Context: an optimization exercise on an open-source flow, tuned for small area and few clock cycles per item. The choices shown serve that exercise and are no tape-out recipe. RTL that was checked went through simulation tests only; none was proved equivalent to the original. No functional check of the RTL was part of run 1. No activity file was given, so power comes from the tool's default toggle rates.

## flow/design.v (module list and top-level ports; edited modules follow where they fit)
// module vector_mac_pipe: 2488 lines
// module vmac_fa: 10 lines
// module vmac_oai: 9 lines
// module vmac_xnor: 7 lines
module vector_mac_pipe #(
    parameter int DATA_W = 16,
    parameter int FRAC   = 12,
    parameter int LEN    = 3
) (
    input  logic                  clk,
    input  logic                  rst,
    input  logic                  in_valid,
    output logic                  in_ready,
    input  logic [LEN*DATA_W-1:0] in_a,
    input  logic [LEN*DATA_W-1:0] in_b,
    input  logic                  in_first,
    input  logic                  in_last,
    output logic                  out_valid,
    input  logic                  out_ready,
    output logic [DATA_W-1:0]     out_data
);
  // ...
==> flow/flow/run.sh <==
#!/bin/bash
# The standard layout, with the port buffers made of the smallest buffer
# cell instead of the one buffer_ports picks by default; repair_design still
# upsizes any that need it.
set -euo pipefail
export BUFFER_PORTS_ARGS="-buffer_cell sky130_fd_sc_hd__buf_1"
bash standard.sh > standard.log 2>&1
==> flow/standard.sh <==
#!/bin/bash
# synth_recipe.tcl (not shown) runs the flow's synth.tcl, then flattens the netlist and writes it again
# the make line also repeats each setting of config.mk as NAME=value (left out here)
make -C /OpenROAD-flow-scripts/flow DESIGN_CONFIG=/design/flow/config.mk WORK_HOME=/design/flow/orfs CLKGATE_MAP_FILE= SYNTH_SCRIPT=/design/flow/synth_recipe.tcl "${@:-finish}"
==> flow/config.mk <==
export PLATFORM = sky130hd
export DESIGN_NAME = vector_mac_pipe
export DESIGN_NICKNAME = vector_mac_pipe
export VERILOG_FILES = /design/flow/design.v
export SDC_FILE = /design/flow/constraint.sdc
export NUM_CORES = 4
export LEC_CHECK = 0
export CAP_MARGIN = 20
export CORE_MARGIN = 2
export CORE_UTILIZATION = 40
export GPL_TIMING_DRIVEN = 0
export SLEW_MARGIN = 20
export SYNTH_HIERARCHICAL = 1
export SYNTH_MINIMUM_KEEP_SIZE = 0
==> flow/constraint.sdc <==
create_clock -name core_clock -period 7.0 [get_ports {clk}]
set_input_delay 1.4000 -clock core_clock [delete_from_list [all_inputs] [get_ports {clk}]]
set_output_delay 1.4000 -clock core_clock [all_outputs]
set_load 0.01 [all_outputs]
==> impl_table.tex, run 1 <==
\begin{tabular}{lr}
\hline
Metric & Value \\
\hline
\multicolumn{2}{l}{\textbf{Status}} \\
Result of the run & complete, no violations \\
\multicolumn{2}{l}{\textbf{Final layout}} \\
Non-Clock Buffer Area Fraction & 2.62\% \\
Portion of the layout cell area used by clock cells & 1.36\% \\
Number of multi-input combinational cells & 1,412 \\
Registers with the most flip-flops & acc x16, out\_data x16, s1\_hx x16 \\
Diode count & 0 \\
\multicolumn{2}{l}{\textbf{Yosys}} \\
Main combinational cell family by area after synthesis & adder cells \\
Fraction of synthesis flops using an asynchronous set or reset pin & 0\% \\
Synthesized area per cell & roughly 11 µm² \\
Cell type with the highest aggregate area in the netlist & fa\_1 \\
Post-synthesis share of cell area spent on full adders, half adders and majority gates & a little under half \\
\multicolumn{2}{l}{\textbf{Placement}} \\
Gpl congestion & 0.928 \\
Placed cells & around 2,200 \\
Total half-perimeter wirelength after legalization and detailed placement & 42,400 µm \\
\multicolumn{2}{l}{\textbf{Clock tree}} \\
CTS Root Buffer Type & clkbuf\_16 \\
Later-pin clock latency in the skew report & about 330 ps \\
\multicolumn{2}{l}{\textbf{Pwr}} \\
Clk network pwr share & between 3 and 4\% \\
Net switching power & between 0.005 and 0.006 W \\
Power density over the cells & 603 nW/µm² \\
Clock network power & about 0.0004 W \\
\multicolumn{2}{l}{\textbf{Worst setup path}} \\
Cell type group with the largest total delay on the critical path & adder cells \\
Slowest cell on crit path & inv\_1 \\
Cell depth of the worst setup path & 13 \\
Crit path arrival time & 6610 ps \\
Req. time, crit path & 7060 ps \\
Source of the critical timing path & in\_b[1] \\
\multicolumn{2}{l}{\textbf{STA}} \\
Worst slew margin relative to its limit & a little under a third \\
Post-Route Setup TNS & 0 ps \\
Fin worst setup slack & between 400 and 500 ps \\
\multicolumn{2}{l}{\textbf{Die}} \\
Height of the chip & 212 µm \\
Tap cell count & 585 \\
Area of the core & 43,000 µm² \\
\multicolumn{2}{l}{\textbf{Drt}} \\
Uppermost layer routed & met4 \\
Met3 wirelength from detailed routing & 4010 µm \\
Routed len/inst & 21.8 µm \\
First-pass detailed-route iteration total & 6 \\
\multicolumn{2}{l}{\textbf{Global routing}} \\
Largest net degree at the start of global routing & 33 \\
Number of global-route vias before repair & 13,700 \\
\multicolumn{2}{l}{\textbf{Hold path}} \\
Worst hold-check path type & flip-flop to flip-flop \\
Hold Path Stages & 1 \\
\hline
\end{tabular}
==> run 2, diff against run 1 <==
--- a/flow/design.v
+++ b/flow/design.v
@@ -1838,16 +1838,28 @@
     wire s593, c594;
     vmac_fa u_s593 (.a(p340), .b(p356), .c(p372), .s(s593), .co(c594));
     wire s595, c596;
     vmac_fa u_s595 (.a(c582), .b(c584), .c(s591), .s(s595), .co(c596));
     wire s597, c598;
     vmac_fa u_s597 (.a(s593), .b(c586), .c(s595), .s(s597), .co(c598));
     wire s599 = c588 ^ s597;
     wire c600 = c588 & s597;
+    wire [11:0] lx0 = {c470, c460, s459, c444, s443, c432, s431, s427, s423, s421, p2, p1};
+    wire [11:0] ly0 = {s479, s469, 1'b0, s451, 1'b0, s437, 1'b0, 1'b0, 1'b0, 1'b0, 1'b0, p18};
+    wire [12:0] lz0 = {1'b0, lx0} + {1'b0, ly0};
+    assign lc[0] = lz0[12];
+    wire [11:0] lx1 = {c530, c520, s519, c504, s503, c492, s491, s487, s483, s481, p142, p141};
+    wire [11:0] ly1 = {s539, s529, 1'b0, s511, 1'b0, s497, 1'b0, 1'b0, 1'b0, 1'b0, 1'b0, p158};
+    wire [12:0] lz1 = {1'b0, lx1} + {1'b0, ly1};
+    assign lc[1] = lz1[12];
+    wire [11:0] lx2 = {c590, c580, s579, c564, s563, c552, s551, s547, s543, s541, p282, p281};
+    wire [11:0] ly2 = {s599, s589, 1'b0, s571, 1'b0, s557, 1'b0, 1'b0, 1'b0, 1'b0, 1'b0, p298};
+    wire [12:0] lz2 = {1'b0, lx2} + {1'b0, ly2};
+    assign lc[2] = lz2[12];
     wire s601, c602;
     vmac_fa u_s601 (.a(p13), .b(p29), .c(p45), .s(s601), .co(c602));
     wire s603, c604;
     vmac_fa u_s603 (.a(p61), .b(p77), .c(p93), .s(s603), .co(c604));
     wire s605, c606;
     vmac_fa u_s605 (.a(p109), .b(p125), .c(p153), .s(s605), .co(c606));
     wire s607, c608;
     vmac_fa u_s607 (.a(p169), .b(p185), .c(p201), .s(s607), .co(c608));
@@ -2348,28 +2360,16 @@
     wire s1103, c1104;
     vmac_fa u_s1103 (.a(c1084), .b(c1086), .c(c1088), .s(s1103), .co(c1104));
     wire s1105, c1106;
     vmac_fa u_s1105 (.a(s1099), .b(s1101), .c(c1090), .s(s1105), .co(c1106));
     wire s1107, c1108;
     vmac_fa u_s1107 (.a(c1092), .b(s1103), .c(c1094), .s(s1107), .co(c1108));
     wire s1109, c1110;
     vmac_fa u_s1109 (.a(s1105), .b(c1096), .c(s1107), .s(s1109), .co(c1110));
-    wire [11:0] lx0 = {c470, c460, s459, c444, s443, c432, s431, s427, s423, s421, p2, p1};
-    wire [11:0] ly0 = {s479, s469, 1'b0, s451, 1'b0, s437, 1'b0, 1'b0, 1'b0, 1'b0, 1'b0, p18};
-    wire [12:0] lz0 = {1'b0, lx0} + {1'b0, ly0};
-    assign lc[0] = lz0[12];
-    wire [11:0] lx1 = {c530, c520, s519, c504, s503, c492, s491, s487, s483, s481, p142, p141};
-    wire [11:0] ly1 = {s539, s529, 1'b0, s511, 1'b0, s497, 1'b0, 1'b0, 1'b0, 1'b0, 1'b0, p158};
-    wire [12:0] lz1 = {1'b0, lx1} + {1'b0, ly1};
-    assign lc[1] = lz1[12];
-    wire [11:0] lx2 = {c590, c580, s579, c564, s563, c552, s551, s547, s543, s541, p282, p281};
-    wire [11:0] ly2 = {s599, s589, 1'b0, s571, 1'b0, s557, 1'b0, 1'b0, 1'b0, 1'b0, 1'b0, p298};
-    wire [12:0] lz2 = {1'b0, lx2} + {1'b0, ly2};
-    assign lc[2] = lz2[12];
     assign hx = {c1098 ^ s1109, c1082, c1064, c1042, c1018, c990, c960, c926, c890, c850, c808, c764, c720, c676, c638, s637};
     assign hy = {s1097, s1081, s1063, s1041, s1017, s989, s959, s925, s889, s849, s807, s763, s719, s675, 1'b0};
     wire p1111 = base[0];
     wire p1112 = base[1];
     wire p1113 = base[2];
     wire p1114 = base[3];
     wire p1115 = base[4];
     wire p1116 = base[5];
==> flow/config.mk (replaced) <==
export PLATFORM = sky130hd
export DESIGN_NAME = vector_mac_pipe
export DESIGN_NICKNAME = vector_mac_pipe
export VERILOG_FILES = /design/flow/design.v
export SDC_FILE = /design/flow/constraint.sdc
export NUM_CORES = 4
export LEC_CHECK = 0
export CAP_MARGIN = 20
export CORE_MARGIN = 2
export CORE_UTILIZATION = 40
export CTS_BUF_LIST = sky130_fd_sc_hd__clkbuf_16
export CTS_CLUSTER_DIAMETER = 200
export CTS_CLUSTER_SIZE = 36
export GPL_TIMING_DRIVEN = 0
export SLEW_MARGIN = 20
export SYNTH_HIERARCHICAL = 1
export SYNTH_MINIMUM_KEEP_SIZE = 0
==> impl_table.tex, run 2 <==
\begin{tabular}{lr}
\hline
Metric & Value \\
\hline
\multicolumn{2}{l}{\textbf{Yosys}} \\
Cell area after technology mapping & 17,400 µm² (unchanged) \\
Top cell type's share of synthesized area & 41.7\% (unchanged) \\
Number of distinct library cells after synthesis & 40 (unchanged) \\
Syn Nets & 2,053 (unchanged) \\
Part of the Yosys area used for sequential elements & 12.0\% (unchanged) \\
Fraction of synthesis flops using an asynchronous set or reset pin & 0\% (unchanged) \\
Cell type with the highest aggregate area in the netlist & fa\_1 (unchanged) \\
Most instantiated library cell after synthesis & xnor2\_1 (unchanged) \\
Synthesized area per cell & 11.3 µm² (unchanged) \\
Biggest area contributors in the synthesized netlist & fa\_1 (42\%), xnor2\_1 (19\%), o22ai\_1 (14\%) (unchanged) \\
Ys flop type & edfxtp\_1 (unchanged) \\
Count of flip-flops with a built-in enable after synthesis & 67 (unchanged) \\
Leading cell types by count after synthesis & xnor2\_1 (384), o22ai\_1 (378), fa\_1 (362) (unchanged) \\
Syn Inst Count & 1,538 (unchanged) \\
Yosys warning count & 7 (unchanged) \\
Total of flip-flops plus latches after synthesis & 71 (unchanged) \\
\multicolumn{2}{l}{\textbf{Status}} \\
Result of the run & complete, no violations (unchanged) \\
\multicolumn{2}{l}{\textbf{Clock tree}} \\
Cts bufs inserted & 9 (unchanged) \\
Clock-pin slew on the worst setup and hold paths & 50 ps (about the same) \\
CTS H-Tree Depth & 3 (unchanged) \\
Post-cts gate resize count & 0 (unchanged) \\
Number of clock sinks & 71 (unchanged) \\
Setup fix buffers added after clock tree synthesis & 0 (unchanged) \\
Worst-case clock buffer depth & 2 (unchanged) \\
CTS Root Buffer Type & clkbuf\_16 (unchanged) \\
Cts hold-fix bufs & 0 (unchanged) \\
TritonCTS clock tree & yes (unchanged) \\
Later-pin clock latency in the skew report & 330 ps (about the same) \\
\multicolumn{2}{l}{\textbf{STA}} \\
Clk\_skew & 8.17 ps (was 8.09 ps) \\
Worst Max-Slew Pin Slew & 1020 ps (about the same) \\
Maximum clock frequency & 0.153 GHz (about the same) \\
Final hold violation count & 0 (unchanged) \\
Count of final max-slew check failures & 0 (unchanged) \\
Final clock period utilization by the worst path & 93.4\% (was 93.5\%) \\
Setup repair after global routing missed its margin & false (unchanged) \\
Worst slew margin relative to its limit & 31.8\% (was 31.9\%) \\
Number of setup violations in the final report & 0 (unchanged) \\
Post-route minimum period & 6540 ps (about the same) \\
Hold Slack & 467 ps (about the same) \\
\multicolumn{2}{l}{\textbf{Pwr}} \\
Power density over the cells & 602 nW/µm² (was 603 nW/µm²) \\
Leakage power & 6.53 nW (was 6.52 nW) \\
Worst-case vdd ir drop & 0.000508 V (was 0.000510 V) \\
\multicolumn{2}{l}{\textbf{Drt}} \\
Total DRC errors in the routed layout & 0 (unchanged) \\
Antenna Violating Nets Remaining & 0 (unchanged) \\
First-pass detailed-route iteration total & 6 (unchanged) \\
Total number of vias & 13,400 (about the same) \\
Final routed wirelength across all metal layers & 49,400 µm (about the same) \\
Detailed-route vias per instance & 5.93 (was 5.92) \\
Number of violations reported at the end of detailed-routing iteration 0 & 1,187 (was 1,181) \\
Routed len/inst & 21.8 µm (about the same) \\
\multicolumn{2}{l}{\textbf{Worst setup path}} \\
Crit path arrival time & 6600 ps (was 6610 ps) \\
Req. time, crit path & 7060 ps (about the same) \\
CP Capture Type & flip-flop (unchanged) \\
Crit path launch type & input port (unchanged) \\
Highest fanout seen on the critical path & 23 (unchanged) \\
Crit path kind & input port to flip-flop (unchanged) \\
\multicolumn{2}{l}{\textbf{Final layout}} \\
Total number of nets in the final design & 2,186 (unchanged) \\
Core occupancy in the finished layout & 44.1\% (unchanged) \\
Register area & 2090 µm² (unchanged) \\
Layout filler cell count & 4,175 (unchanged) \\
Commonest cells after routing, fill and taps aside & xnor2\_1 (384), o22ai\_1 (378), fa\_1 (362), buf\_1 (117), edfxtp\_1 (67) (unchanged) \\
Most common cell after layout, fill and taps aside & xnor2\_1 (unchanged) \\
Non-Filler Instances & 2,261 (unchanged) \\
Registers with the most flip-flops & acc x16, out\_data x16, s1\_hx x16 (unchanged) \\
Diode count & 0 (unchanged) \\
Area used by multi-input combinational logic & 15,200 µm² (unchanged) \\
Fraction of final layout cells sized beyond drive strength 1 & 3.10\% (unchanged) \\
Area added between synthesis and finish & 8.97\% (unchanged) \\
\multicolumn{2}{l}{\textbf{Die}} \\
Height of the chip & 212 µm (unchanged) \\
I/O pins & 120 (unchanged) \\
DIE WIDTH & 212 µm (unchanged) \\
Starting Density & 40.4\% (unchanged) \\
FP Rows & 76 (unchanged) \\
Area of the die & 45,100 µm² (unchanged) \\
Area of the core & 43,000 µm² (unchanged) \\
\multicolumn{2}{l}{\textbf{Global routing}} \\
Number of antenna violations at the first check in global routing & 0 (unchanged) \\
Wire length of the first global-routing pass & 77,500 µm (about the same) \\
Largest net degree at the start of global routing & 33 (unchanged) \\
Number of global-route vias before repair & 13,700 (about the same) \\
All-layer global routing usage & 22.3\% (about the same) \\
Total global routing overflow & 0 (unchanged) \\
\multicolumn{2}{l}{\textbf{Placement}} \\
Placed cells & 2,245 (unchanged) \\
Gpl congestion & 0.928 (unchanged) \\
Buffers added on ports & 119 (unchanged) \\
Total half-perimeter wirelength after legalization and detailed placement & 42,400 µm (unchanged) \\
\multicolumn{2}{l}{\textbf{Job}} \\
Max-cap viol count & 0 (unchanged) \\
\multicolumn{2}{l}{\textbf{Hold path}} \\
Worst hold-check path type & flip-flop to flip-flop (unchanged) \\
\hline
\end{tabular}
-- run 2: area by class of cell --
| cell class | count | area share, % |
|---|---|---|
| tap | 585 | 3.86 |
| timing repair buffer | 122 | 2.56 |
| multi-input combinational | 1412 | 80.1 |
| inverter | 52 | 1.03 |
| clock buffer | 9 | 1.19 |
| sequential | 71 | 11.0 |
| clock inverter | 7 | 0.172 |
| buffer | 3 | 0.0595 |
-- run 2: kinds of logic (layout without fill, tap and decap cells) --
kind of cell | count (synthesis) | count (layout) | share of synthesized area, %
simple gates | 150 | 150 | 5.03
xor+xnor | 387 | 387 | 19.5
other cells | 2 | 2 | 0.0432
fa+ha+maj | 413 | 413 | 45.4
buf+inv | 55 | 193 | 1.19
flops | 71 | 71 | 12.0
mux | 6 | 6 | 0.389
compound gates | 454 | 454 | 16.4
-- run 2: critical path: stages --
cell,delay (ps)
buf_2,300
ha_1,290
nand2b_1,160
inv_1,650
xnor2_1,230
o22ai_1,270
fa_1,500
fa_1,460
fa_1,460
fa_1,430
fa_1,440
fa_1,580
fa_1,420
-- run 2: worst paths after layout --
kind | start | end | slack (ps) | cells after the start
max reg2reg | s1_first$_DFFE_PP_ | out_data[11]$_DFFE_PP_ | 1860 | 14
min | zb$_SDFFE_PP1N_ | zb$_SDFFE_PP1N_ | 470 | 1
max | in_b[33] | s1_hy[6]$_DFFE_PP_ | 460 | 13
min reg2reg | zb$_SDFFE_PP1N_ | zb$_SDFFE_PP1N_ | 470 | 1
-- run 2: Yosys stat by module, one instance, submodules excluded --
module	cells	area (µm²)
vector_mac_pipe	420	4460
vmac_fa	1	20.0
vmac_oai	1	6.26
vmac_xnor	1	8.76
-- run 2: power by group --
part	internal (W)	switching (W)	leakage, nW
logic	0.00420	0.00525	5.69
clock network	0.000233	0.000159	0.133
registers	0.00148	0.0000811	0.703
-- run 2: through the flow --
stage               power (W)  area (µm²)  setup slack, ps  TNS (ps)
floorplan             0.00772       17400              936         0
detailed placement     0.0109       18700              115         0
finish                 0.0114       18900              464         0
CTS                    0.0114       18900              457         0
global placement       0.0106       18600             -384     -4800
global route           0.0127       18900              259         0
-- run 2: per-layer routing --
| metal | vias up | global-route usage (%) | part of all wire (%) |
|---|---|---|---|
| li1 | 5946 | - | - |
| met1 | 6783 | 30.2 | 41 |
| met2 | 607 | 36.8 | 47 |
| met3 | 74 | 3.25 | 8.4 |
| met4 | 0 | 7.84 | 3.4 |
| met5 | - | 0 | 0 |
Testbench counts of run 2, summed over its fixed seeds: cycles 16,639, items 16,000.
==> run 3, diff against run 2 <==
--- a/flow/config.mk
+++ b/flow/config.mk
@@ -9,7 +9,5 @@
 export CORE_MARGIN = 2
 export CORE_UTILIZATION = 40
-export CTS_BUF_LIST = sky130_fd_sc_hd__clkbuf_16
-export CTS_CLUSTER_DIAMETER = 200
-export CTS_CLUSTER_SIZE = 36
+export CTS_BUF_LIST = sky130_fd_sc_hd__clkbuf_8
 export GPL_TIMING_DRIVEN = 0
 export SLEW_MARGIN = 20
==> impl_table.tex, run 3 <==
\begin{tabular}{lr}
\hline
Metric & Value \\
\hline
\multicolumn{2}{l}{\textbf{Worst setup path}} \\
Highest fanout seen on the critical path & 23 (unchanged) \\
Crit path kind & input port to flip-flop (unchanged) \\
Req. time, crit path & 7080 ps (was 7060 ps) \\
CP Capture Type & flip-flop (unchanged) \\
Crit path launch type & input port (unchanged) \\
Crit path arrival time & 6590 ps (was 6600 ps) \\
\multicolumn{2}{l}{\textbf{Final layout}} \\
Core occupancy in the finished layout & 43.8\% (was 44.1\%) \\
Commonest cells after routing, fill and taps aside & xnor2\_1 (384), o22ai\_1 (378), fa\_1 (362), buf\_1 (117), edfxtp\_1 (67) (unchanged) \\
Registers with the most flip-flops & acc x16, out\_data x16, s1\_hx x16 (unchanged) \\
Diode count & 0 (unchanged) \\
Area added between synthesis and finish & 8.39\% (was 8.97\%) \\
Non-Filler Instances & 2,261 (unchanged) \\
Total number of nets in the final design & 2,186 (unchanged) \\
Cell area after layout & 18,800 µm² (was 18,900 µm²) \\
Fraction of final layout cells sized beyond drive strength 1 & 3.10\% (unchanged) \\
Most common cell after layout, fill and taps aside & xnor2\_1 (unchanged) \\
Layout filler cell count & 4,189 (was 4,175) \\
\multicolumn{2}{l}{\textbf{Clock tree}} \\
CTS Root Buffer Type & clkbuf\_8 (was clkbuf\_16) \\
Clock-pin slew on the worst setup and hold paths & 70 ps (was 50 ps) \\
Later-pin clock latency in the skew report & 350 ps (was 330 ps) \\
Setup fix buffers added after clock tree synthesis & 0 (unchanged) \\
CTS H-Tree Depth & 3 (unchanged) \\
Cts hold-fix bufs & 0 (unchanged) \\
TritonCTS clock tree & yes (unchanged) \\
Worst-case clock buffer depth & 2 (unchanged) \\
Post-cts gate resize count & 0 (unchanged) \\
Number of clock sinks & 71 (unchanged) \\
Cts bufs inserted & 9 (unchanged) \\
\multicolumn{2}{l}{\textbf{Global routing}} \\
All-layer global routing usage & 22.3\% (about the same) \\
Number of antenna violations at the first check in global routing & 0 (unchanged) \\
Largest net degree at the start of global routing & 33 (unchanged) \\
Number of global-route vias before repair & 13,700 (about the same) \\
Total global routing overflow & 0 (unchanged) \\
Wire length of the first global-routing pass & 77,400 µm (was 77,500 µm) \\
\multicolumn{2}{l}{\textbf{Yosys}} \\
Syn Nets & 2,053 (unchanged) \\
Cell area after technology mapping & 17,400 µm² (unchanged) \\
Yosys warning count & 7 (unchanged) \\
Most instantiated library cell after synthesis & xnor2\_1 (unchanged) \\
Leading cell types by count after synthesis & xnor2\_1 (384), o22ai\_1 (378), fa\_1 (362) (unchanged) \\
Biggest area contributors in the synthesized netlist & fa\_1 (42\%), xnor2\_1 (19\%), o22ai\_1 (14\%) (unchanged) \\
Synthesized area per cell & 11.3 µm² (unchanged) \\
Syn Inst Count & 1,538 (unchanged) \\
Count of flip-flops with a built-in enable after synthesis & 67 (unchanged) \\
Number of distinct library cells after synthesis & 40 (unchanged) \\
Top cell type's share of synthesized area & 41.7\% (unchanged) \\
Fraction of synthesis flops using an asynchronous set or reset pin & 0\% (unchanged) \\
Part of the Yosys area used for sequential elements & 12.0\% (unchanged) \\
Cell type with the highest aggregate area in the netlist & fa\_1 (unchanged) \\
Total of flip-flops plus latches after synthesis & 71 (unchanged) \\
Ys flop type & edfxtp\_1 (unchanged) \\
\multicolumn{2}{l}{\textbf{STA}} \\
Final hold violation count & 0 (unchanged) \\
Count of final max-slew check failures & 0 (unchanged) \\
Worst Max-Slew Pin Slew & 1020 ps (about the same) \\
Final clock period utilization by the worst path & 93.0\% (was 93.4\%) \\
Worst slew margin relative to its limit & 32.0\% (was 31.8\%) \\
Setup repair after global routing missed its margin & false (unchanged) \\
Number of setup violations in the final report & 0 (unchanged) \\
Maximum clock frequency & 0.154 GHz (was 0.153 GHz) \\
Post-route minimum period & 6510 ps (was 6540 ps) \\
Clk\_skew & 11.1 ps (was 8.17 ps) \\
\multicolumn{2}{l}{\textbf{Pwr}} \\
Net switching power & 0.00549 W (about the same) \\
Relative contribution of sequential cells to total power & 13.8\% (was 13.7\%) \\
Leakage power & 6.48 nW (was 6.53 nW) \\
Power after layout & 0.0113 W (was 0.0114 W) \\
Switching power share of the total & 48.6\% (was 48.2\%) \\
Proportion of power drawn by combinational gates & 83.8\% (was 82.9\%) \\
Worst-case vdd ir drop & 0.000520 V (was 0.000508 V) \\
Clk network pwr share & 2.4\% (was 3.4\%) \\
P\_int & 0.00581 W (was 0.00591 W) \\
Power density over the cells & 600 nW/µm² (was 602 nW/µm²) \\
\multicolumn{2}{l}{\textbf{Drt}} \\
Routed len/inst & 21.8 µm (about the same) \\
Antenna Violating Nets Remaining & 0 (unchanged) \\
Total number of vias & 13,300 (was 13,400) \\
Final routed wirelength across all metal layers & 49,400 µm (about the same) \\
Detailed-route vias per instance & 5.89 (was 5.93) \\
Number of violations reported at the end of detailed-routing iteration 0 & 1,175 (was 1,187) \\
First-pass detailed-route iteration total & 7 (was 6) \\
Total DRC errors in the routed layout & 0 (unchanged) \\
\multicolumn{2}{l}{\textbf{Placement}} \\
Buffers added on ports & 119 (unchanged) \\
Placed cells & 2,245 (unchanged) \\
Total half-perimeter wirelength after legalization and detailed placement & 42,400 µm (unchanged) \\
Gpl congestion & 0.928 (unchanged) \\
Cell area after placement & 18,700 µm² (unchanged) \\
\multicolumn{2}{l}{\textbf{Die}} \\
FP Rows & 76 (unchanged) \\
I/O pins & 120 (unchanged) \\
Area of the core & 43,000 µm² (unchanged) \\
Starting Density & 40.4\% (unchanged) \\
Height of the chip & 212 µm (unchanged) \\
DIE WIDTH & 212 µm (unchanged) \\
Area of the die & 45,100 µm² (unchanged) \\
\multicolumn{2}{l}{\textbf{Hold path}} \\
Worst hold-check path type & flip-flop to flip-flop (unchanged) \\
\multicolumn{2}{l}{\textbf{Job}} \\
Max-cap viol count & 0 (unchanged) \\
\multicolumn{2}{l}{\textbf{Status}} \\
Result of the run & complete, no violations (unchanged) \\
\hline
\end{tabular}
[run 3: modules after synthesis (local to each module, per instance)]
module	cell area (µm²)	flops+latches
vector_mac_pipe	4460	71
vmac_fa	20.0	0
vmac_xnor	8.76	0
vmac_oai	6.26	0
[run 3: area by class of cell]
type                    instances  area, µm²  area share (%)
well taps                     585        732            3.89
clock inverters                 7       32.5           0.173
flip-flops and latches         71       2090            11.1
plain buffers                   3       11.3          0.0598
inverters                      52        195            1.04
clock buffers                   9        124           0.658
multi-input cells            1412      15200            80.5
repair buffers                122        485            2.58
[run 3: per-stage QoR]
stage	setup TNS (ps)	hold WS (ps)	setup slack [ps]
after floorplan	0	436	936
after global placement	-4800	444	-384
after detailed placement	0	455	115
after CTS	0	473	483
after global routing	0	494	296
final	0	470	492
[run 3: metal layers]
layer	GRT usage (%)	vias to the layer above	share of wire, %
met2	36.7	536	47
li1	-	5942	-
met3	3.29	65	7.3
met1	30.1	6774	42
met5	0	-	0
met4	7.98	0	3.3
[run 3: path summary, 6_finish.rpt]
kind	start	endpoint	slack [ps]	depth (start not counted)
worst max register to register	s1_first$_DFFE_PP_	out_data[11]$_DFFE_PP_	1850	14
worst max-delay path	in_b[33]	s1_hy[6]$_DFFE_PP_	490	13
worst min register to register	zb$_SDFFE_PP1N_	zb$_SDFFE_PP1N_	470	1
worst min-delay path	zb$_SDFFE_PP1N_	zb$_SDFFE_PP1N_	470	1
[run 3: critical path, stage by stage]
cell and delay (ps):
buf_2 300, ha_1 290, nand2b_1 150, inv_1 650, xnor2_1 230, o22ai_1 270
fa_1 500, fa_1 460, fa_1 460, fa_1 430, fa_1 440, fa_1 580
fa_1 420
[run 3: cell families (layout without fill, tap and decap cells)]
kind of cell    Yosys count  in the layout  synth area share (%)
xor+xnor                387            387                  19.5
flops                    71             71                  12.0
fa+ha+maj               413            413                  45.4
other cells               2              2                0.0432
compound gates          454            454                  16.4
simple gates            150            150                  5.03
mux                       6              6                 0.389
buf+inv                  55            193                  1.19
[run 3: power by group through the flow]
stage	Sequential, W	Clock [W]	Combinational, W
detailed placement	0.00157	0	0.00937
finish	0.00156	0.000266	0.00947
global placement	0.00157	0	0.00907
floorplan	0.00156	0	0.00616
CTS	0.00156	0.000275	0.00940
global route	0.00158	0.000296	0.0107
==> run 4, diff against run 3 <==
--- a/flow/config.mk
+++ b/flow/config.mk
@@ -6,10 +6,10 @@
 export NUM_CORES = 4
 export LEC_CHECK = 0
-export CAP_MARGIN = 20
+export CAP_MARGIN = 0
 export CORE_MARGIN = 2
 export CORE_UTILIZATION = 40
 export CTS_BUF_LIST = sky130_fd_sc_hd__clkbuf_8
 export GPL_TIMING_DRIVEN = 0
-export SLEW_MARGIN = 20
+export SLEW_MARGIN = 0
 export SYNTH_HIERARCHICAL = 1
 export SYNTH_MINIMUM_KEEP_SIZE = 0
==> impl_table.tex, run 4 <==
\begin{tabular}{lr}
\hline
Metric & Value \\
\hline
\multicolumn{2}{l}{\textbf{Yosys}} \\
Top cell type's share of synthesized area & 41.7\% (unchanged) \\
Count of flip-flops with a built-in enable after synthesis & 67 (unchanged) \\
Fraction of synthesis flops using an asynchronous set or reset pin & 0\% (unchanged) \\
Ys flop type & edfxtp\_1 (unchanged) \\
Syn Nets & 2,053 (unchanged) \\
Synthesized area per cell & 11.3 µm² (unchanged) \\
Leading cell types by count after synthesis & xnor2\_1 (384), o22ai\_1 (378), fa\_1 (362) (unchanged) \\
Yosys warning count & 7 (unchanged) \\
Cell area after technology mapping & 17,400 µm² (unchanged) \\
Most instantiated library cell after synthesis & xnor2\_1 (unchanged) \\
Cell type with the highest aggregate area in the netlist & fa\_1 (unchanged) \\
Number of distinct library cells after synthesis & 40 (unchanged) \\
Biggest area contributors in the synthesized netlist & fa\_1 (42\%), xnor2\_1 (19\%), o22ai\_1 (14\%) (unchanged) \\
Part of the Yosys area used for sequential elements & 12.0\% (unchanged) \\
Total of flip-flops plus latches after synthesis & 71 (unchanged) \\
Syn Inst Count & 1,538 (unchanged) \\
\multicolumn{2}{l}{\textbf{STA}} \\
Worst slew margin relative to its limit & 11.5\% (was 32.0\%) \\
Post-Route Setup TNS & 0 ps (unchanged) \\
Final hold violation count & 0 (unchanged) \\
Post-route minimum period & 6790 ps (was 6510 ps) \\
Number of setup violations in the final report & 0 (unchanged) \\
Setup repair after global routing missed its margin & false (unchanged) \\
Worst Max-Slew Pin Slew & 1330 ps (was 1020 ps) \\
Count of final max-slew check failures & 0 (unchanged) \\
Maximum clock frequency & 0.147 GHz (was 0.154 GHz) \\
Clk\_skew & 9.95 ps (was 11.1 ps) \\
Final clock period utilization by the worst path & 97.0\% (was 93.0\%) \\
\multicolumn{2}{l}{\textbf{Drt}} \\
Detailed-route vias per instance & 5.89 (about the same) \\
First-pass detailed-route iteration total & 8 (was 7) \\
Routed len/inst & 21.9 µm (was 21.8 µm) \\
Final routed wirelength across all metal layers & 49,500 µm (was 49,400 µm) \\
Number of violations reported at the end of detailed-routing iteration 0 & 1,317 (was 1,175) \\
Antenna Violating Nets Remaining & 0 (unchanged) \\
Total number of vias & 13,300 (about the same) \\
Total DRC errors in the routed layout & 0 (unchanged) \\
\multicolumn{2}{l}{\textbf{Worst setup path}} \\
Critical path's most frequent cell & fa\_1 (unchanged) \\
Highest fanout seen on the critical path & 23 (unchanged) \\
Req. time, crit path & 7090 ps (was 7080 ps) \\
Crit path kind & input port to flip-flop (unchanged) \\
Delay of the slowest critical-path stage & 740 ps (was 650 ps) \\
Worst path buffer plus inverter count & 2 (unchanged) \\
Cell type group with the largest total delay on the critical path & adder cells (unchanged) \\
Slowest cell on crit path & fa\_1 (was inv\_1) \\
Critical Path, Cell by Cell & clkdlybuf4s15\_2 -> ha\_1 -> nand2b\_1 -> inv\_1 -> xnor2\_1 -> o22ai\_1 -> fa\_1 -> fa\_1 -> fa\_1 -> fa\_1 -> fa\_1 -> fa\_1 -> fa\_1 (was buf\_2 -> ha\_1 -> nand2b\_1 -> inv\_1 -> xnor2\_1 -> o22ai\_1 -> fa\_1 -> fa\_1 -> fa\_1 -> fa\_1 -> fa\_1 -> fa\_1 -> fa\_1) \\
CP Capture Type & flip-flop (unchanged) \\
Crit path launch type & input port (unchanged) \\
Crit path arrival time & 6880 ps (was 6590 ps) \\
\multicolumn{2}{l}{\textbf{Job}} \\
Max-cap viol count & 0 (unchanged) \\
\multicolumn{2}{l}{\textbf{Final layout}} \\
Diode count & 0 (unchanged) \\
Fraction of final layout cells sized beyond drive strength 1 & 2.63\% (was 3.10\%) \\
Cell area after layout & 18,800 µm² (about the same) \\
Commonest cells after routing, fill and taps aside & xnor2\_1 (384), o22ai\_1 (378), fa\_1 (362), buf\_1 (117), edfxtp\_1 (67) (unchanged) \\
Registers with the most flip-flops & acc x16, out\_data x16, s1\_hx x16 (unchanged) \\
Non-Filler Instances & 2,259 (was 2,261) \\
Most common cell after layout, fill and taps aside & xnor2\_1 (unchanged) \\
Area added between synthesis and finish & 8.15\% (was 8.39\%) \\
Total number of nets in the final design & 2,185 (was 2,186) \\
\multicolumn{2}{l}{\textbf{Clock tree}} \\
Worst-case clock buffer depth & 2 (unchanged) \\
Later-pin clock latency in the skew report & 350 ps (about the same) \\
Setup fix buffers added after clock tree synthesis & 0 (unchanged) \\
CTS H-Tree Depth & 3 (unchanged) \\
TritonCTS clock tree & yes (unchanged) \\
Clock-pin slew on the worst setup and hold paths & 70 ps (about the same) \\
Cts hold-fix bufs & 0 (unchanged) \\
Cts bufs inserted & 9 (unchanged) \\
CTS Root Buffer Type & clkbuf\_8 (unchanged) \\
Post-cts gate resize count & 5 (was 0) \\
Number of clock sinks & 71 (unchanged) \\
\multicolumn{2}{l}{\textbf{Pwr}} \\
Leakage power & 6.46 nW (was 6.48 nW) \\
Power density over the cells & 597 nW/µm² (was 600 nW/µm²) \\
Worst-case vdd ir drop & 0.000522 V (was 0.000520 V) \\
\multicolumn{2}{l}{\textbf{Hold path}} \\
Worst hold-check path type & flip-flop to flip-flop (unchanged) \\
\multicolumn{2}{l}{\textbf{Die}} \\
Starting Density & 40.4\% (unchanged) \\
I/O pins & 120 (unchanged) \\
Area of the die & 45,100 µm² (unchanged) \\
Height of the chip & 212 µm (unchanged) \\
FP Rows & 76 (unchanged) \\
DIE WIDTH & 212 µm (unchanged) \\
Area of the core & 43,000 µm² (unchanged) \\
\multicolumn{2}{l}{\textbf{Global routing}} \\
Wire length of the first global-routing pass & 77,300 µm (was 77,400 µm) \\
Number of global-route vias before repair & 13,600 (was 13,700) \\
Largest net degree at the start of global routing & 38 (was 33) \\
Number of antenna violations at the first check in global routing & 1 (was 0) \\
Total global routing overflow & 0 (unchanged) \\
All-layer global routing usage & 22.3\% (about the same) \\
\multicolumn{2}{l}{\textbf{Placement}} \\
Total half-perimeter wirelength after legalization and detailed placement & 42,300 µm (was 42,400 µm) \\
Buffers added on ports & 119 (unchanged) \\
Placed cells & 2,243 (was 2,245) \\
Gpl congestion & 0.928 (unchanged) \\
Cell area after placement & 18,600 µm² (was 18,700 µm²) \\
\multicolumn{2}{l}{\textbf{Status}} \\
Result of the run & complete, no violations (unchanged) \\
\hline
\end{tabular}
==> run 4: layer usage <==
metal / track usage [%] / share of wire (%)
met1: 30.4 / 42
met2: 36.9 / 47
met3: 3.23 / 7.5
met4: 6.85 / 2.9
met5: 0 / 0
==> run 4: stage by stage <==
step	hold WS [ps]	util, %	worst slack [ps]	total power [W]
floorplan	436	-	936	0.00772
global placement	444	43.2	-384	0.0106
detailed placement	455	43.2	-458	0.0109
CTS	473	43.6	59.1	0.0112
global route	495	43.7	1.20	0.0125
finish	472	43.7	211	0.0112
==> run 4: logic make-up after synthesis <==
group	after synthesis	synth area share, %
compound gates	454	16.4
xor+xnor	387	19.5
fa+ha+maj	413	45.4
buf+inv	55	1.19
flops	71	12.0
mux	6	0.389
other cells	2	0.0432
simple gates	150	5.03
==> run 4: layout make-up <==
class                           instances  area, µm²
Buffer                                  3       11.3
Clock buffer                            9        124
Clock inverter                          6       28.8
Fill cell                            4242      24200
Inverter                               52        199
Multi-Input combinational cell       1412      15100
Sequential cell                        71       2090
Tap cell                              585        732
Timing Repair Buffer                  121        482
==> run 4: path summary, 6_finish.rpt <==
path | start | endpoint | slack, ps | depth (start not counted)
setup / recovery | in_b[1] | s1_hy[7]$_DFFE_PP_ | 210 | 13
setup reg to reg | s1_first$_DFFE_PP_ | out_data[11]$_DFFE_PP_ | 1840 | 14
hold / removal | zb$_SDFFE_PP1N_ | zb$_SDFFE_PP1N_ | 470 | 1
hold reg to reg | zb$_SDFFE_PP1N_ | zb$_SDFFE_PP1N_ | 470 | 1
==> run 4: report_power, final <==
part / total, W / internal, W / switching [W] / leakage, nW
Combinational: 0.00939 / 0.00419 / 0.00520 / 5.67
Clock: 0.000268 / 0.000122 / 0.000146 / 0.0858
Sequential: 0.00156 / 0.00148 / 0.0000809 / 0.703
Total: 0.0112 / 0.00579 / 0.00542 / 6.46
==> run 4: per-module statistics from Yosys (local to each module, per instance) <==
module           copies in the design  cells  cell area, µm²  flip-flops and latches
vmac_fa                           362      1            20.0                       0
vmac_xnor                         378      1            8.76                       0
vmac_oai                          378      1            6.26                       0
vector_mac_pipe                     1    420            4460                      71
==> run 5, diff against run 4 <==
--- a/flow/config.mk
+++ b/flow/config.mk
@@ -6,10 +6,10 @@
 export NUM_CORES = 4
 export LEC_CHECK = 0
-export CAP_MARGIN = 0
+export CAP_MARGIN = 20
 export CORE_MARGIN = 2
-export CORE_UTILIZATION = 40
+export CORE_UTILIZATION = 50
 export CTS_BUF_LIST = sky130_fd_sc_hd__clkbuf_8
 export GPL_TIMING_DRIVEN = 0
-export SLEW_MARGIN = 0
+export SLEW_MARGIN = 20
 export SYNTH_HIERARCHICAL = 1
 export SYNTH_MINIMUM_KEEP_SIZE = 0
==> impl_table.tex, run 5 <==
\begin{tabular}{lr}
\hline
Metric & Value \\
\hline
\multicolumn{2}{l}{\textbf{Status}} \\
Result of the run & complete, no violations (unchanged) \\
\multicolumn{2}{l}{\textbf{Drt}} \\
First-pass detailed-route iteration total & 5 (was 8) \\
Antenna Violating Nets Remaining & 0 (unchanged) \\
Routed met2 length & 22,900 µm (was 23,500 µm) \\
Uppermost layer routed & met5 (was met4) \\
Total DRC errors in the routed layout & 0 (unchanged) \\
Met1 wire length & 20,300 µm (was 20,900 µm) \\
Detailed-route vias per instance & 6.28 (was 5.89) \\
Final routed wirelength across all metal layers & 48,400 µm (was 49,500 µm) \\
Total number of vias & 13,400 (was 13,300) \\
Met3 wirelength from detailed routing & 3490 µm (was 3720 µm) \\
Routed len/inst & 22.7 µm (was 21.9 µm) \\
Number of violations reported at the end of detailed-routing iteration 0 & 1,136 (was 1,317) \\
\multicolumn{2}{l}{\textbf{Worst setup path}} \\
Destination of the worst register-to-register timing path & out\_data[11]\$\_DFFE\_PP\_ (unchanged) \\
Crit path kind & input port to flip-flop (unchanged) \\
Flop-to-flop setup slack & 1770 ps (was 1840 ps) \\
Critical path's most frequent cell & fa\_1 (unchanged) \\
Critical Path, Cell by Cell & buf\_1 -> ha\_1 -> nand2b\_1 -> inv\_1 -> xnor2\_1 -> o22ai\_1 -> fa\_1 -> fa\_1 -> fa\_1 -> fa\_1 -> fa\_1 -> fa\_1 -> fa\_1 (was clkdlybuf4s15\_2 -> ha\_1 -> nand2b\_1 -> inv\_1 -> xnor2\_1 -> o22ai\_1 -> fa\_1 -> fa\_1 -> fa\_1 -> fa\_1 -> fa\_1 -> fa\_1 -> fa\_1) \\
CP Capture Type & flip-flop (unchanged) \\
Delay of the slowest critical-path stage & 720 ps (was 740 ps) \\
Cell type group with the largest total delay on the critical path & adder cells (unchanged) \\
Req. time, crit path & 7080 ps (was 7090 ps) \\
Cells on worst reg2reg path & 14 (unchanged) \\
Worst path buffer plus inverter count & 2 (unchanged) \\
Crit path launch type & input port (unchanged) \\
Slowest cell on crit path & inv\_1 (was fa\_1) \\
Worst r2r src & s1\_first\$\_DFFE\_PP\_ (unchanged) \\
Crit path arrival time & 6580 ps (was 6880 ps) \\
Highest fanout seen on the critical path & 17 (was 23) \\
\multicolumn{2}{l}{\textbf{Yosys}} \\
Count of flip-flops with a built-in enable after synthesis & 67 (unchanged) \\
Yosys warning count & 7 (unchanged) \\
Ys flop type & edfxtp\_1 (unchanged) \\
Fraction of synthesis flops using an asynchronous set or reset pin & 0\% (unchanged) \\
Total of flip-flops plus latches after synthesis & 71 (unchanged) \\
Biggest area contributors in the synthesized netlist & fa\_1 (42\%), xnor2\_1 (19\%), o22ai\_1 (14\%) (unchanged) \\
Cell area after technology mapping & 17,400 µm² (unchanged) \\
Top cell type's share of synthesized area & 41.7\% (unchanged) \\
Part of the Yosys area used for sequential elements & 12.0\% (unchanged) \\
Leading cell types by count after synthesis & xnor2\_1 (384), o22ai\_1 (378), fa\_1 (362) (unchanged) \\
Synthesized area per cell & 11.3 µm² (unchanged) \\
Syn Nets & 2,053 (unchanged) \\
Number of distinct library cells after synthesis & 40 (unchanged) \\
Syn Inst Count & 1,538 (unchanged) \\
Cell type with the highest aggregate area in the netlist & fa\_1 (unchanged) \\
Most instantiated library cell after synthesis & xnor2\_1 (unchanged) \\
\multicolumn{2}{l}{\textbf{Pwr}} \\
Switching power share of the total & 48.4\% (about the same) \\
Power after layout & 0.0113 W (was 0.0112 W) \\
Relative contribution of sequential cells to total power & 13.7\% (was 13.9\%) \\
Power density over the cells & 606 nW/µm² (was 597 nW/µm²) \\
Leakage power & 6.49 nW (was 6.46 nW) \\
P\_int & 0.00586 W (was 0.00579 W) \\
Worst-case vdd ir drop & 0.000538 V (was 0.000522 V) \\
Clk network pwr share & 2.7\% (was 2.4\%) \\
Net switching power & 0.00549 W (was 0.00542 W) \\
Proportion of power drawn by combinational gates & 83.5\% (was 83.7\%) \\
\multicolumn{2}{l}{\textbf{Final layout}} \\
Area added between synthesis and finish & 7.67\% (was 8.15\%) \\
Total number of nets in the final design & 2,186 (was 2,185) \\
Commonest cells after routing, fill and taps aside & xnor2\_1 (384), o22ai\_1 (378), fa\_1 (362), buf\_1 (117), edfxtp\_1 (67) (unchanged) \\
Fraction of final layout cells sized beyond drive strength 1 & 3.28\% (was 2.63\%) \\
Registers with the most flip-flops & acc x16, out\_data x16, s1\_hx x16 (unchanged) \\
Diode count & 0 (unchanged) \\
Cell area after layout & 18,700 µm² (was 18,800 µm²) \\
Most common cell after layout, fill and taps aside & xnor2\_1 (unchanged) \\
\multicolumn{2}{l}{\textbf{STA}} \\
Post-route minimum period & 6500 ps (was 6790 ps) \\
Maximum clock frequency & 0.154 GHz (was 0.147 GHz) \\
Count of final max-slew check failures & 0 (unchanged) \\
Final clock period utilization by the worst path & 92.8\% (was 97.0\%) \\
Worst Max-Slew Pin Slew & 1010 ps (was 1330 ps) \\
Hold Slack & 468 ps (was 472 ps) \\
Final hold violation count & 0 (unchanged) \\
Number of setup violations in the final report & 0 (unchanged) \\
Setup repair after global routing missed its margin & false (unchanged) \\
Worst slew margin relative to its limit & 32.4\% (was 11.5\%) \\
Clk\_skew & 10.2 ps (was 9.95 ps) \\
\multicolumn{2}{l}{\textbf{Die}} \\
I/O pins & 120 (unchanged) \\
FP Rows & 68 (was 76) \\
Area of the core & 34,400 µm² (was 43,000 µm²) \\
DIE WIDTH & 190 µm (was 212 µm) \\
Starting Density & 50.6\% (was 40.4\%) \\
Height of the chip & 190 µm (was 212 µm) \\
Area of the die & 36,300 µm² (was 45,100 µm²) \\
\multicolumn{2}{l}{\textbf{Hold path}} \\
Hold Path Stages & 1 (unchanged) \\
Worst hold-check path type & flip-flop to flip-flop (unchanged) \\
Hold Path Origin & zb\$\_SDFFE\_PP1N\_ (unchanged) \\
Hold EP & zb\$\_SDFFE\_PP1N\_ (unchanged) \\
\multicolumn{2}{l}{\textbf{Clock tree}} \\
Clock-pin slew on the worst setup and hold paths & 70 ps (about the same) \\
CTS Root Buffer Type & clkbuf\_8 (unchanged) \\
Worst-case clock buffer depth & 2 (unchanged) \\
TritonCTS clock tree & yes (unchanged) \\
Cts hold-fix bufs & 0 (unchanged) \\
Number of clock sinks & 71 (unchanged) \\
CTS H-Tree Depth & 3 (unchanged) \\
Cts bufs inserted & 9 (unchanged) \\
Later-pin clock latency in the skew report & 340 ps (was 350 ps) \\
Setup fix buffers added after clock tree synthesis & 0 (unchanged) \\
Post-cts gate resize count & 0 (was 5) \\
\multicolumn{2}{l}{\textbf{Global routing}} \\
Number of antenna violations at the first check in global routing & 4 (was 1) \\
Wire length of the first global-routing pass & 76,900 µm (was 77,300 µm) \\
Number of global-route vias before repair & 13,600 (about the same) \\
All-layer global routing usage & 27.4\% (was 22.3\%) \\
Largest net degree at the start of global routing & 31 (was 38) \\
Total global routing overflow & 0 (unchanged) \\
\multicolumn{2}{l}{\textbf{Job}} \\
Max-cap viol count & 0 (unchanged) \\
\multicolumn{2}{l}{\textbf{Placement}} \\
Gpl congestion & 0.937 (was 0.928) \\
Buffers added on ports & 119 (unchanged) \\
Cell area after placement & 18,500 µm² (was 18,600 µm²) \\
Total half-perimeter wirelength after legalization and detailed placement & 41,500 µm (was 42,300 µm) \\
\hline
\end{tabular}
-- run 5: cell count changes in the layout (fill, tap and decap cells not counted), moves of 2 or more --
| cell | before | now |
|---|---|---|
| a21oi_2 | 9 | 20 |
| buf_2 | 0 | 3 |
| a21oi_1 | 21 | 10 |
| clkinv_2 | 5 | 2 |
| clkdlybuf4s15_2 | 2 | 0 |
-- run 5: layout make-up --
| class | instances | area, µm² |
|---|---|---|
| fillers | 3122 | 15700 |
| multi-input cells | 1412 | 15200 |
| flip-flops and latches | 71 | 2090 |
| well taps | 455 | 569 |
| repair buffers | 122 | 489 |
| inverters | 52 | 195 |
| clock buffers | 9 | 124 |
| clock inverters | 7 | 63.8 |
| plain buffers | 3 | 11.3 |
-- run 5: logic make-up after synthesis --
kind of cell               synth area share (%)
AOI/OAI and AO/OA                          16.4
adders and majority gates                  45.4
xor gates and xnor gates                   19.5
and+or+nand+nor                            5.03
DFF                                        12.0
buffers and inverters                      1.19
muxes                                     0.389
other                                    0.0432
-- run 5: routing by layer --
layer  vias up  global-route usage, %
met4         4                   9.09
met2       555                   45.0
met3        85                   3.18
li1       5940                      -
met5         -                      0
met1      6797                   38.1
-- run 5: how the worst max path moves through the flow --
| stage | from | end | depth (start not counted) |
|---|---|---|---|
| after global placement | in_b[33] | s1_hy[6]$_DFFE_PP_ | 11 |
| after global routing | in_b[1] | s1_hy[6]$_DFFE_PP_ | 13 |
| after floorplan | in_b[5] | s1_hy[6]$_DFFE_PP_ | 12 |
| after detailed placement | in_b[1] | s1_hy[7]$_DFFE_PP_ | 11 |
| after CTS | in_b[25] | s1_hy[8]$_DFFE_PP_ | 13 |
| final | in_b[25] | s1_hy[7]$_DFFE_PP_ | 13 |
-- run 5: per-module statistics from Yosys (local to each module, per instance) --
module | flops+latches | cells inside | times used | area (µm²)
vmac_fa | 0 | 1 | 362 | 20.0
vector_mac_pipe | 71 | 420 | 1 | 4460
vmac_xnor | 0 | 1 | 378 | 8.76
vmac_oai | 0 | 1 | 378 | 6.26
-- run 5: metrics by stage --
stage	instances	setup WS, ps	utilization, %	setup TNS (ps)
after CTS	2131	517	54.4	0
after global placement	2112	-373	53.5	-4550
after floorplan	1538	936	-	0
after global routing	2131	289	54.4	0
final	2131	502	54.4	0
after detailed placement	2115	132	53.8	0
-- run 5: power by group through the flow --
stage	clock, W	sequential [W]	combinational, W
after global placement	0	0.00157	0.00921
after floorplan	0	0.00156	0.00616
after CTS	0.000319	0.00156	0.00943
final	0.000309	0.00156	0.00948
after detailed placement	0	0.00157	0.00942
after global routing	0.000335	0.00158	0.0107
==> run 6, diff against run 5 <==
--- a/flow/config.mk
+++ b/flow/config.mk
@@ -8,5 +8,5 @@
 export CAP_MARGIN = 20
 export CORE_MARGIN = 2
-export CORE_UTILIZATION = 50
+export CORE_UTILIZATION = 58
 export CTS_BUF_LIST = sky130_fd_sc_hd__clkbuf_8
 export GPL_TIMING_DRIVEN = 0
==> impl_table.tex, run 6 <==
\begin{tabular}{lr}
\hline
Metric & Value \\
\hline
\multicolumn{2}{l}{\textbf{STA}} \\
Fin worst setup slack & 309 ps (was 502 ps) \\
Worst slew margin relative to its limit & 35.5\% (was 32.4\%) \\
Hold Slack & 483 ps (was 468 ps) \\
Worst Max-Slew Pin Slew & 967 ps (was 1010 ps) \\
Clk\_skew & 17.3 ps (was 10.2 ps) \\
Setup repair after global routing missed its margin & false (unchanged) \\
Maximum clock frequency & 0.149 GHz (was 0.154 GHz) \\
Number of setup violations in the final report & 0 (unchanged) \\
Post-route minimum period & 6690 ps (was 6500 ps) \\
Count of final max-slew check failures & 0 (unchanged) \\
Post-Route Setup TNS & 0 ps (unchanged) \\
Final hold violation count & 0 (unchanged) \\
Final clock period utilization by the worst path & 95.6\% (was 92.8\%) \\
\multicolumn{2}{l}{\textbf{Clock tree}} \\
Cts hold-fix bufs & 0 (unchanged) \\
TritonCTS clock tree & yes (unchanged) \\
Post-cts gate resize count & 0 (unchanged) \\
Number of clock sinks & 71 (unchanged) \\
CTS H-Tree Depth & 3 (unchanged) \\
Clock-pin slew on the worst setup and hold paths & 90 ps (was 70 ps) \\
Later-pin clock latency in the skew report & 360 ps (was 340 ps) \\
Worst-case clock buffer depth & 2 (unchanged) \\
CTS Root Buffer Type & clkbuf\_8 (unchanged) \\
Setup fix buffers added after clock tree synthesis & 0 (unchanged) \\
Cts bufs inserted & 9 (unchanged) \\
\multicolumn{2}{l}{\textbf{Yosys}} \\
Count of flip-flops with a built-in enable after synthesis & 67 (unchanged) \\
Most instantiated library cell after synthesis & xnor2\_1 (unchanged) \\
Part of the Yosys area used for sequential elements & 12.0\% (unchanged) \\
Biggest area contributors in the synthesized netlist & fa\_1 (42\%), xnor2\_1 (19\%), o22ai\_1 (14\%) (unchanged) \\
Synthesized area per cell & 11.3 µm² (unchanged) \\
Syn Nets & 2,053 (unchanged) \\
Leading cell types by count after synthesis & xnor2\_1 (384), o22ai\_1 (378), fa\_1 (362) (unchanged) \\
Yosys warning count & 7 (unchanged) \\
Syn Inst Count & 1,538 (unchanged) \\
Ys flop type & edfxtp\_1 (unchanged) \\
Cell area after technology mapping & 17,400 µm² (unchanged) \\
Number of distinct library cells after synthesis & 40 (unchanged) \\
Top cell type's share of synthesized area & 41.7\% (unchanged) \\
Cell type with the highest aggregate area in the netlist & fa\_1 (unchanged) \\
Fraction of synthesis flops using an asynchronous set or reset pin & 0\% (unchanged) \\
Total of flip-flops plus latches after synthesis & 71 (unchanged) \\
\multicolumn{2}{l}{\textbf{Global routing}} \\
Layer with the highest usage after global routing & met2 (unchanged) \\
GR met3 Demand/Resource & 9.45\% (was 3.18\%) \\
All-layer global routing usage & 34.0\% (was 27.4\%) \\
Number of global-route vias before repair & 13,700 (was 13,600) \\
Wire length of the first global-routing pass & 79,600 µm (was 76,900 µm) \\
Total global routing overflow & 0 (unchanged) \\
Met2 usage in global routing & 51.3\% (was 45.0\%) \\
Number of antenna violations at the first check in global routing & 0 (was 4) \\
Met1 Track Usage GR & 48.2\% (was 38.1\%) \\
Largest net degree at the start of global routing & 24 (was 31) \\
\multicolumn{2}{l}{\textbf{Drt}} \\
Final routed wirelength across all metal layers & 50,400 µm (was 48,400 µm) \\
Number of violations reported at the end of detailed-routing iteration 0 & 1,247 (was 1,136) \\
First-pass detailed-route iteration total & 5 (unchanged) \\
Total DRC errors in the routed layout & 0 (unchanged) \\
Antenna Violating Nets Remaining & 0 (unchanged) \\
Total number of vias & 13,400 (about the same) \\
Detailed-route vias per instance & 6.46 (was 6.28) \\
Routed len/inst & 24.3 µm (was 22.7 µm) \\
\multicolumn{2}{l}{\textbf{Placement}} \\
Total half-perimeter wirelength after legalization and detailed placement & 42,700 µm (was 41,500 µm) \\
Cell area after placement & 18,500 µm² (about the same) \\
Placed cells & 2,054 (was 2,115) \\
Gpl congestion & 0.953 (was 0.937) \\
Buffers added on ports & 119 (unchanged) \\
Post-place setup slack & 56.1 ps (was 132 ps) \\
\multicolumn{2}{l}{\textbf{Worst setup path}} \\
Cells on worst reg2reg path & 14 (unchanged) \\
Crit path launch type & input port (unchanged) \\
Crit path kind & input port to flip-flop (unchanged) \\
Source of the critical timing path & in\_b[33] (was in\_b[25]) \\
Highest fanout seen on the critical path & 23 (was 17) \\
Crit path arrival time & 6780 ps (was 6580 ps) \\
Worst r2r src & s1\_first\$\_DFFE\_PP\_ (unchanged) \\
Req. time, crit path & 7090 ps (was 7080 ps) \\
CP Capture Type & flip-flop (unchanged) \\
\multicolumn{2}{l}{\textbf{Final layout}} \\
Registers with the most flip-flops & acc x16, out\_data x16, s1\_hx x16 (unchanged) \\
Non-Filler Instances & 2,070 (was 2,131) \\
Total number of nets in the final design & 2,190 (was 2,186) \\
Diode count & 0 (unchanged) \\
Area added between synthesis and finish & 7.57\% (was 7.67\%) \\
Most common cell after layout, fill and taps aside & xnor2\_1 (unchanged) \\
Cell area after layout & 18,700 µm² (about the same) \\
Fraction of final layout cells sized beyond drive strength 1 & 3.51\% (was 3.28\%) \\
Commonest cells after routing, fill and taps aside & xnor2\_1 (384), o22ai\_1 (378), fa\_1 (362), buf\_1 (117), edfxtp\_1 (67) (unchanged) \\
\multicolumn{2}{l}{\textbf{Die}} \\
Area of the die & 31,400 µm² (was 36,300 µm²) \\
Starting Density & 58.8\% (was 50.6\%) \\
Area of the core & 29,600 µm² (was 34,400 µm²) \\
DIE WIDTH & 177 µm (was 190 µm) \\
Height of the chip & 177 µm (was 190 µm) \\
FP Rows & 63 (was 68) \\
I/O pins & 120 (unchanged) \\
\multicolumn{2}{l}{\textbf{Hold path}} \\
Worst hold-check path type & flip-flop to flip-flop (unchanged) \\
Hold Path Stages & 1 (unchanged) \\
Hold Path Origin & zb\$\_SDFFE\_PP1N\_ (unchanged) \\
\multicolumn{2}{l}{\textbf{Job}} \\
Max-cap viol count & 0 (unchanged) \\
\multicolumn{2}{l}{\textbf{Pwr}} \\
Power density over the cells & 592 nW/µm² (was 606 nW/µm²) \\
Leakage power & 6.52 nW (was 6.49 nW) \\
Worst-case vdd ir drop & 0.000718 V (was 0.000538 V) \\
\multicolumn{2}{l}{\textbf{Status}} \\
Result of the run & complete, no violations (unchanged) \\
\hline
\end{tabular}
==> run 6: cell count changes in the layout (fill, tap and decap cells not counted), sizes merged <==
| cell | previous run | this run |
|---|---|---|
| buf | 123 | 127 |
| inv | 52 | 56 |
| clkinvlp | 1 | 2 |
| clkinv | 5 | 0 |
==> run 6: critical path: stages <==
cell and delay (ps):
buf_2 300, ha_1 300, nand2b_1 160, inv_1 650, xnor2_1 210, o22ai_1 530, fa_1 540, fa_1 400
fa_1 480, fa_1 450, fa_1 400, fa_1 520, fa_1 410
==> run 6: logic make-up after synthesis <==
kind of cell	Yosys count	synth area share, %
flip-flops	71	12.0
adder cells (fa/ha/maj)	413	45.4
multiplexers	6	0.389
AO/OA/AOI/OAI	454	16.4
AND/OR/NAND/NOR	150	5.03
other	2	0.0432
XOR/XNOR	387	19.5
buffers and inverters	55	1.19
==> run 6: modules after synthesis (local to each module, per instance) <==
module	times used	flops+latches	cell area (µm²)	cells
vector_mac_pipe	1	71	4460	420
vmac_fa	362	0	20.0	1
vmac_oai	378	0	6.26	1
vmac_xnor	378	0	8.76	1
==> run 6: area by class of cell <==
type	instances	area [µm²]
flip-flops and latches	71	2090
well taps	390	488
fillers	2493	10900
plain buffers	3	11.3
clock buffers	9	124
repair buffers	126	538
clock inverters	7	85.1
multi-input cells	1412	15200
inverters	52	195
==> run 6: final timing paths <==
kind | end | slack [ps]
setup / recovery | s1_hy[4]$_DFFE_PP_ | 310
hold / removal | zb$_SDFFE_PP1N_ | 480
setup reg to reg | out_data[15]$_DFFE_PP_ | 1770
hold reg to reg | zb$_SDFFE_PP1N_ | 480
==> run 6: report_power, final <==
part | leakage (nW) | switching [W] | internal [W]
Clock | 0.100 | 0.000178 | 0.000172
Combinational | 5.72 | 0.00508 | 0.00409
Sequential | 0.703 | 0.0000778 | 0.00148
==> run 6: metrics by stage <==
stage / power, W / util (%)
detailed placement: 0.0108 / 62.5
floorplan: 0.00772 / -
global route: 0.0123 / 63.2
global placement: 0.0105 / 62.0
CTS: 0.0112 / 63.2
finish: 0.0111 / 63.2
==> run 6: routing by layer <==
layer  vias to the layer above  share of wire (%)
li1                       5955                  -
met1                      6707                 42
met2                       647                 44
met3                        67                 10
met4                         0                3.5
met5                         -                  0

port drivers added, routing unchanged:
Ports are ideal in the flow. The routed layouts listed here were re-timed in OpenROAD. Step 1 sets driving cells, clkbuf_16 on the clock port and buf_2 on the other inputs (assumed; they add their load-dependent delay and slew). Step 2, shift: input delay + t, output delay - t, t = (earliest + latest rising clock arrival at the registers) / 2. This alone moves slack from input paths to output paths. Three values: ideal, step 1, step 2; two values: the first two.
run | shift t [ns] | setup WS [ns] | worst setup path at the end
run 1 | 0.364 | 0.458 / 0.478 / 0.114 | input to register
run 2 | 0.364 | 0.464 / 0.481 / 0.117 | input to register
run 3 | 0.373 | 0.492 / 0.503 / 0.130 | input to register
run 4 | 0.381 | 0.211 / 0.225 / -0.156 | input to register
run 5 | 0.370 | 0.502 / 0.513 / 0.143 | input to register
run 6 | 0.384 | 0.309 / 0.322 / -0.061 | input to register
With both steps, setup timing fails in run 4 and run 6, where it was met with ideal ports. The setup slack of run 6, which loses most, moves by +0.013 ns with the drivers and by -0.370 ns with both steps.
